What follows belongs to an exercise in optimizing a design on an open flow for small area and a short achievable clock period; a production flow would make more cautious choices.
In this exercise RTL edits were held to simulation tests only and were not proved equivalent to the original.

`flow/config.mk`:
```
export PLATFORM = sky130hd
export DESIGN_NAME = fetch_unit
export DESIGN_NICKNAME = fetch_unit
export VERILOG_FILES = /design/flow/design.v
export SDC_FILE = /design/flow/constraint.sdc
export NUM_CORES = 4
export LEC_CHECK = 0
export CAP_MARGIN = 20
export CORE_MARGIN = 2
export CORE_UTILIZATION = 65
export SETUP_SLACK_MARGIN = 3.0
export SLEW_MARGIN = 20
export SYNTH_HIERARCHICAL = 1
export SYNTH_MINIMUM_KEEP_SIZE = 0
export TNS_END_PERCENT = 0
```
`flow/program.hex`:
```
// One 32-bit instruction word per line, hex, word index 0 upward
00000013
00100093
00200113
002081b3
40110233
0041f2b3
0052e333
005343b3
00739413
0033d493
00a00513
00b50593
fea58ee3
00c58633
0062a6b3
00d68733
00e707b3
00f78833
010808b3
01188933
c0ffee01
012909b3
01398a33
014a0ab3
015a8b33
016b0bb3
017b8c33
018c0cb3
019c8d33
01ad0db3
01bd8e33
00008067
```
`flow/constraint.sdc`:
```
create_clock -name core_clock -period 5.0 [get_ports {clk}]
set_input_delay 1.0000 -clock core_clock [delete_from_list [all_inputs] [get_ports {clk}]]
set_output_delay 1.0000 -clock core_clock [all_outputs]
set_load 0.01 [all_outputs]
```
`flow/flow/run.sh`:
```
#!/bin/bash
# The standard layout (the standard.sh, standard synthesis unchanged) with
# two changes made through ORFS's own environment hooks:
#  - port buffers are buf_2 cells rather than the slow delay cells that
#    buffer_ports picks by default;
#  - clock tree: larger sink clusters and no dummy loads.
# ORFS's per-step logs go to orfs/logs/; make's whole output to standard.log.
set -euo pipefail
export BUFFER_PORTS_ARGS="-buffer_cell sky130_fd_sc_hd__buf_2"
export CTS_ARGS="-sink_clustering_enable -repair_clock_nets -dont_use_dummy_load -sink_clustering_size 24 -sink_clustering_max_diameter 80"
bash standard.sh > standard.log 2>&1
```
`flow/standard.sh`:
```
#!/bin/bash
# synth_recipe.tcl (not shown) runs the flow's synth.tcl, then flattens the netlist and writes it again
# the make line also repeats each setting of config.mk as NAME=value (left out here)
make -C /OpenROAD-flow-scripts/flow DESIGN_CONFIG=/design/flow/config.mk WORK_HOME=/design/flow/orfs CLKGATE_MAP_FILE= SYNTH_SCRIPT=/design/flow/synth_recipe.tcl "${@:-finish}"
```
`flow/design.v`:
```
`timescale 1ns/1ns
package fetch_pkg;
    typedef logic [31:0] word_t;
    typedef enum logic [1:0] {
        strong_nt = 2'b00,
        weak_nt   = 2'b01,
        weak_t    = 2'b10,
        strong_t  = 2'b11
    } pred_state_e;
    typedef struct packed {
        logic  branch;
        logic  taken;
        logic  mispredict;
        word_t branch_pc;
        word_t dest;
    } resolve_t;
    typedef struct packed {
        word_t pc;
        word_t npc;
        word_t instr;
    } fetch_t;
endpackage
`timescale 1ns/1ns
module instruction_rom #(
    parameter int DEPTH = 32
) (
    input  logic [DEPTH-1:0] sel,
    output logic [1:0][31:0] instr_half_n
);
    localparam int HALF = DEPTH / 2;
    fetch_pkg::word_t rom [DEPTH];
    initial begin
        $readmemh("program.hex", rom);
    end
    always_comb begin
        for (int h = 0; h < 2; h++) begin
            instr_half_n[h] = '1;
            for (int w = 0; w < HALF; w++) begin
                instr_half_n[h] = instr_half_n[h] & ~(rom[h * HALF + w] & {32{sel[h * HALF + w]}});
            end
        end
    end
endmodule
`timescale 1ns/1ns
module target_buffer #(
    parameter int DEPTH = 32
) (
    input  logic                   clk,
    input  logic                   rst,
    input  logic [DEPTH-1:0]       target_we,
    input  fetch_pkg::word_t       target_data,
    output logic [DEPTH-1:0]       valid,
    input  logic [DEPTH-1:0]       any_sel,
    input  logic [DEPTH-1:0]       rd_sel,
    output logic [1:0][31:0]       rd_half_n
);
    localparam int HALF = DEPTH / 2;
    logic [DEPTH-1:0][31:0] next_addr;
    logic [DEPTH-1:0][31:0] rd_term;
    always_ff @(posedge clk) begin
        for (int i = 0; i < DEPTH; i++) begin
            if (target_we[i]) begin
                next_addr[i] <= target_data;
            end
        end
    end
    always_ff @(posedge clk or posedge rst) begin
        if (rst) begin
            valid <= '0;
        end else begin
            valid <= valid | target_we;
        end
    end
    for (genvar i = 0; i < DEPTH; i++) begin : g_entry
        for (genvar b = 0; b < 32; b++) begin : g_bit
            if (((i + 1) >> b) & 1) begin : g_one
                assign rd_term[i][b] = any_sel[i] && (next_addr[i][b] || !valid[i]);
            end else begin : g_zero
                assign rd_term[i][b] = rd_sel[i] && next_addr[i][b];
            end
        end
    end
    always_comb begin
        for (int h = 0; h < 2; h++) begin
            rd_half_n[h] = '1;
            for (int i = 0; i < HALF; i++) begin
                rd_half_n[h] = rd_half_n[h] & ~rd_term[h * HALF + i];
            end
        end
    end
endmodule
`timescale 1ns/1ns
module predictor_table #(
    parameter int DEPTH = 32
) (
    input  logic                     clk,
    input  logic                     rst,
    input  logic                     step_en,
    input  logic                     taken,
    input  logic [$clog2(DEPTH)-1:0] upd_idx,
    output logic [DEPTH-1:0]         target_we
);
    logic [DEPTH-1:0] dir;
    logic [DEPTH-1:0] sat;
    logic [DEPTH-1:0] hit;
    logic [DEPTH-1:0] cross_t;
    logic [DEPTH-1:0] cross_n;
    logic [3:0]       dec_lo;
    logic [7:0]       dec_hi;
    index_predecode u_dec (
        .idx (upd_idx),
        .en  (step_en),
        .lo  (dec_lo),
        .hi  (dec_hi)
    );
    always_comb begin
        for (int i = 0; i < DEPTH; i++) begin
            hit[i]     = dec_lo[i % 4] && dec_hi[i / 4];
            cross_t[i] = !sat[i] && !dir[i];
            cross_n[i] = !sat[i] && dir[i];
            target_we[i] = hit[i] && (taken ? cross_t[i] : cross_n[i]);
        end
    end
    always_ff @(posedge clk or posedge rst) begin
        if (rst) begin
            dir <= '0;
            sat <= '0;
        end else begin
            for (int i = 0; i < DEPTH; i++) begin
                dir[i] <= dir[i] ^ target_we[i];
                if (hit[i]) begin
                    sat[i] <= (dir[i] == taken);
                end
            end
        end
    end
endmodule
`timescale 1ns/1ns
module fetch_sequencer #(
    parameter int DEPTH = 32
) (
    input  logic                     clk,
    input  logic                     rst,
    input  logic                     stall,
    input  logic                     mem_stall,
    input  logic                     mispredict,
    input  fetch_pkg::word_t         dest,
    input  logic [1:0][31:0]         instr_half_n,
    input  logic [DEPTH-1:0]         valid,
    output logic [DEPTH-1:0]         any_sel,
    output logic [DEPTH-1:0]         rd_sel,
    input  logic [1:0][31:0]         rd_half_n,
    output fetch_pkg::word_t         fetch_pc,
    output fetch_pkg::word_t         fetch_npc,
    output fetch_pkg::word_t         fetch_instr
);
    localparam int IDX_W = $clog2(DEPTH);
    fetch_pkg::word_t fetch_addr;
    logic [IDX_W-1:0] fetch_idx;
    logic [3:0]       dec_lo;
    logic [7:0]       dec_hi;
    logic             load_en;
    assign fetch_addr = mispredict ? dest : npc_q;
    assign fetch_idx  = fetch_addr[IDX_W-1:0];
    assign load_en  = !mem_stall && (mispredict || !stall);
    index_predecode u_dec (
        .idx (fetch_idx),
        .en  (load_en),
        .lo  (dec_lo),
        .hi  (dec_hi)
    );
    always_comb begin
        for (int i = 0; i < DEPTH; i++) begin
            any_sel[i] = dec_lo[i % 4] && dec_hi[i / 4];
            rd_sel[i]  = valid[i] && dec_lo[i % 4] && dec_hi[i / 4];
        end
    end
    always_ff @(posedge clk or posedge rst) begin
        if (rst) begin
            fetch_pc <= '0;
        end else if (load_en) begin
            fetch_pc <= fetch_addr;
        end
    end
    fetch_pkg::word_t npc_q;
    fetch_pkg::word_t npc_nxt;
    assign npc_nxt = ~(rd_half_n[0] & rd_half_n[1] & ~(npc_q & {32{!load_en}}));
    always_ff @(posedge clk or posedge rst) begin
        if (rst) begin
            npc_q       <= '0;
            fetch_instr <= '0;
        end else begin
            npc_q       <= npc_nxt;
            fetch_instr <= ~(instr_half_n[0] & instr_half_n[1] &
                             ~(fetch_instr & {32{!load_en}}));
        end
    end
    port_reg u_npc_out (
        .clk (clk),
        .rst (rst),
        .d   (npc_nxt),
        .q   (fetch_npc)
    );
endmodule
module index_predecode (
    input  logic [4:0] idx,
    input  logic       en,
    output logic [3:0] lo,
    output logic [7:0] hi
);
    always_comb begin
        for (int i = 0; i < 4; i++) begin
            lo[i] = (idx[1:0] == 2'(i));
        end
        for (int i = 0; i < 8; i++) begin
            hi[i] = en && (idx[4:2] == 3'(i));
        end
    end
endmodule
module port_reg (
    input  logic             clk,
    input  logic             rst,
    input  fetch_pkg::word_t d,
    output fetch_pkg::word_t q
);
    always_ff @(posedge clk or posedge rst) begin
        if (rst) begin
            q <= '0;
        end else begin
            q <= d;
        end
    end
endmodule
`timescale 1ns/1ns
module fetch_unit #(
    parameter int DEPTH = 32
) (
    input  logic        clk,
    input  logic        rst,
    input  logic        stall,
    input  logic        mem_stall,
    input  logic        resolve_branch,
    input  logic        resolve_taken,
    input  logic        resolve_mispredict,
    input  logic [31:0] resolve_branch_pc,
    input  logic [31:0] resolve_dest,
    output logic [31:0] fetch_pc,
    output logic [31:0] fetch_npc,
    output logic [31:0] fetch_instr
);
    localparam int IDX_W = $clog2(DEPTH);
    logic [1:0][31:0] instr_half_n;
    logic [DEPTH-1:0] rd_sel;
    logic [DEPTH-1:0] any_sel;
    logic [DEPTH-1:0] valid;
    logic [1:0][31:0] rd_half_n;
    logic [DEPTH-1:0] target_we;
    fetch_sequencer #(
        .DEPTH (DEPTH)
    ) u_seq (
        .clk          (clk),
        .rst          (rst),
        .stall        (stall),
        .mem_stall    (mem_stall),
        .mispredict   (resolve_mispredict),
        .dest         (resolve_dest),
        .instr_half_n (instr_half_n),
        .valid        (valid),
        .any_sel      (any_sel),
        .rd_sel       (rd_sel),
        .rd_half_n    (rd_half_n),
        .fetch_pc     (fetch_pc),
        .fetch_npc    (fetch_npc),
        .fetch_instr  (fetch_instr)
    );
    instruction_rom #(
        .DEPTH (DEPTH)
    ) u_rom (
        .sel          (any_sel),
        .instr_half_n (instr_half_n)
    );
    target_buffer #(
        .DEPTH (DEPTH)
    ) u_tgt (
        .clk          (clk),
        .rst          (rst),
        .target_we    (target_we),
        .target_data  (resolve_dest),
        .valid        (valid),
        .any_sel      (any_sel),
        .rd_sel       (rd_sel),
        .rd_half_n    (rd_half_n)
    );
    predictor_table #(
        .DEPTH (DEPTH)
    ) u_pred (
        .clk        (clk),
        .rst        (rst),
        .step_en    (resolve_branch && !mem_stall),
        .taken      (resolve_taken),
        .upd_idx    (resolve_branch_pc[IDX_W-1:0]),
        .target_we  (target_we)
    );
endmodule
```
==> flow_summary.ini <==
[job]
max_cap_viol_count = 0

[routing]
drc = 0
dr.pass1.iters = 6
drtAntennaViolNets = 0
first_iter_violations = 4074
vias = 27561
avgRoutedWirePerCell_um = 32.7
routed_via_density = 7.05
finalWirelength_um = 128000

[sta]
setup-violations-final = 0
slew_violations = 0
worstMarginPinSlew_ns = 1.04
timing.slew.headroom_pct = 30.7
layout_setup_ws_ns = 2.24
rsz0062_at_grt = yes
worst_hold_slack_ns = 0.321
finClkSkew_ns = 0.0366
setup_tns_ns = 0
fmax_mhz = 363
hold_violations = 0
finalCritPeriodShare_pct = 55.1
min_period_ns = 2.76

[clock_tree]
cts-hold-fix-buffers = 0
h-tree-depth = 2
clockBufferDepth = 3
tritoncts.num_buffers = 58
cts_sinks = 1248
path_clk_slew_ns = 0.09
cts_tree = built
clock_latency_ns = 0.67
root_buffer = clkbuf_16

[worst_setup_path]
end_kind = flip-flop
startpoint = resolve_mispredict
cp.arrival_ns = 3.23
start_kind = input pin
required_ns = 5.48
r2r_start = u_seq.npc_q[2]
path_class = input pin to flip-flop
ff2ff_setup_slack_ns = 2.32
crit_fanout = 8

[synth]
syn_inst = 2795
ys_warn_count = 12
synth.distinct_cells = 53
seq_area_frac_synth_pct = 77.1
async_flop_share_pct = 17.9
synth_seq_cells = 1248
syn-cell-area_sq_um = 47200
synth-edff-count = 1024
syn_avg_cell_area_sq_um = 16.9
synth_ff_type = edfxtp_1

[power_and_ir_drop]
total_power_w = 0.0187
leakage_nw = 18.0
power.density_nw_per_um2 = 362
vdd_drop_max_uv = 424

[placement]
place_inst = 3819
place_ws_ns = 1.04
place.gp.congestion = 0.955
dpl.hpwl_um = 72400
port_buffers = 139

[floorplan]
coreArea_sq_um = 71700
ios = 167
rows = 98
start_util_pct = 65.8
die_y_um = 273
die_area_sq_um = 74800
die_w_um = 273

[grt]
antenna_found_initial = 3
grt-ovfl-total = 0
grt_max_degree = 65
first_global_vias = 26680
grt_pass1_wl_um = 183000
grtUsageTotal_pct = 34.4

[finish]
area_growth_pct = 9.37
drive_gt1_share_pct = 21.7
finalNonFillerCells = 3909
fin_nets = 3031

[hold_path]
hold_path.class = input pin to async pin

[outcome]
outcome = complete, no violations
[cell families after synthesis]
| group | synth area share (%) |
|---|---|
| buffers and inverters | 2.76 |
| multiplexers | 1.65 |
| flip-flops | 77.1 |
| XOR/XNOR | 0.594 |
| AO/OA/AOI/OAI | 11.6 |
| other | 0.00795 |
| AND/OR/NAND/NOR | 6.37 |
[power breakdown]
group | total, W | switching [W] | internal [W]
Combinational | 0.00168 | 0.00105 | 0.000628
Sequential | 0.0120 | 0.000294 | 0.0117
Clock | 0.00502 | 0.00296 | 0.00206
[repair_timing]
| action | 4_1_cts | 5_1_grt |
|---|---|---|
| pin swaps | 29 | 13 |
| resized for setup | 127 | 26 |
| buffers inserted | 22 | 2 |
| setup endpoints to repair | 1276 | 1277 |
| cloned | 6 | 0 |
[Yosys stat by module, one instance, submodules excluded, excerpt]
module,cells inside,area [sq um],flip-flops and latches,times used
port_reg,33,805,32,1
fetch_unit,1,13.8,0,1
index_predecode,12,119,0,2
[area by class of cell]
class	count	area (sq um)
clock buffers	58	1450
inverters	42	161
repair buffers	270	2120
fillers	4524	20100
flip-flops and latches	1248	36400
well taps	950	1190
diodes	1	2.50
multi-input cells	1340	10300
[flip-flops by register name (all words and copies together), names as in the netlist]
register / count
u_seq.npc_q: 32
u_tgt.next_addr: 1024
u_pred.sat: 32
u_tgt.valid: 32
u_seq.u_npc_out.q: 32
u_pred.dir: 32
u_seq.fetch_pc: 32
u_seq.fetch_instr: 32
[cell usage in the layout, fill, tap and decap left out, drive strengths merged, types with 4 or more instances in the layout]
master,n
mux2,69
o21ai,143
xnor2,32
o22ai,31
a221oi,120
nand3b,33
nor4,9
and4bb,6
or4,7
and4b,6
and2,34
nor2b,7
a2bb2oi,31
buf,265
dfrtp,224
clkbuf,60
nor2,106
conb,11
nand4,23
or3,4
nand2,36
nand3,179
or2,35
edfxtp,1024
nor3,24
a22o,120
a22oi,228
and3,33
inv,39
[metrics by stage]
| stage | area (sq um) | utilization (%) |
|---|---|---|
| 6_report | 51600 | 71.9 |
| 5_1_grt | 51600 | 71.9 |
| 4_1_cts | 51400 | 71.7 |
| 3_5_place_dp | 49100 | 68.5 |
| 3_3_place_gp | 49100 | 68.5 |
| 2_1_floorplan | 47300 | - |
[cell usage after synthesis (all sizes together) (4+ instances only)]
master,count,area share (%)
edfxtp,1024,65
a22oi,228,3.6
dfrtp,224,12
nand3,179,1.9
buf,146,2.2
o21ai,143,1.5
a221oi,120,2.7
a22o,120,2.2
nor2,103,0.82
mux2,69,1.6
inv,42,0.33
nand2,36,0.29
or2,35,0.47
and2,34,0.45
and3,33,0.44
nand3b,33,0.53
clkbuf,32,0.27
xnor2,32,0.59
a2bb2oi,31,0.58
o22ai,31,0.81
nor3,24,0.28
nand4,23,0.30
nor4,9,0.15
nor2b,7,0.11
or4,7,0.12
and4b,6,0.14
and4bb,6,0.16
or3,4,0.053
[worst paths after layout]
| kind | to | depth (start not counted) |
|---|---|---|
| setup / recovery | u_seq.u_npc_out.q[4] | 10 |
| hold / removal | u_seq.u_npc_out.q[28] | 2 |
| setup reg to reg | u_seq.u_npc_out.q[4] | 9 |
| hold reg to reg | u_tgt.valid[31] | 1 |
| max in group asynchronous | u_pred.dir[1] | 3 |
| min in group core_clock | u_tgt.valid[31] | 1 |
[per-layer routing]
layer	GRT usage (%)	wire length, um	share of wire, %	vias up
met2	54.5	60200	47	1768
met4	9.86	3770	2.9	4
met5	0	22	0.017	-
li1	-	-	-	11403
met1	50.2	49700	39	14191
met3	5.78	14000	11	195
[worst max-delay path: stages]
cell and delay [ns]:
buf_12 0.12, mux2_4 0.36, and4bb_4 0.27, and3_4 0.21
buf_12 0.16, a22o_1 0.24, a221oi_2 0.18, nand4_1 0.25
a21oi_2 0.28, nand3_1 0.14

-- re-timing with driven ports --
Ports are ideal in the flow. The routed layout listed here was re-timed in OpenROAD.
Step 1 (the two cells are an assumption about what drives the block):
set clk [get_ports {clk}]
set_driving_cell -lib_cell sky130_fd_sc_hd__clkbuf_16 $clk
set_driving_cell -lib_cell sky130_fd_sc_hd__buf_2 [delete_from_list [all_inputs] $clk]
Step 2 also shifts input and output timing later by t, the mid clock arrival at the registers, as if the neighbouring blocks saw the same clock.
Three values: ideal, step 1, step 2; two values: the first two.
shift t [ns]: 0.716
setup slack, ns: 2.243 / 2.232 / 1.516
worst hold slack (ns): 0.321 / 0.270 / 0.499
After both steps this run still meets setup and hold. The setup slack of this run moves by -0.011 ns with the drivers and by -0.727 ns with both steps.
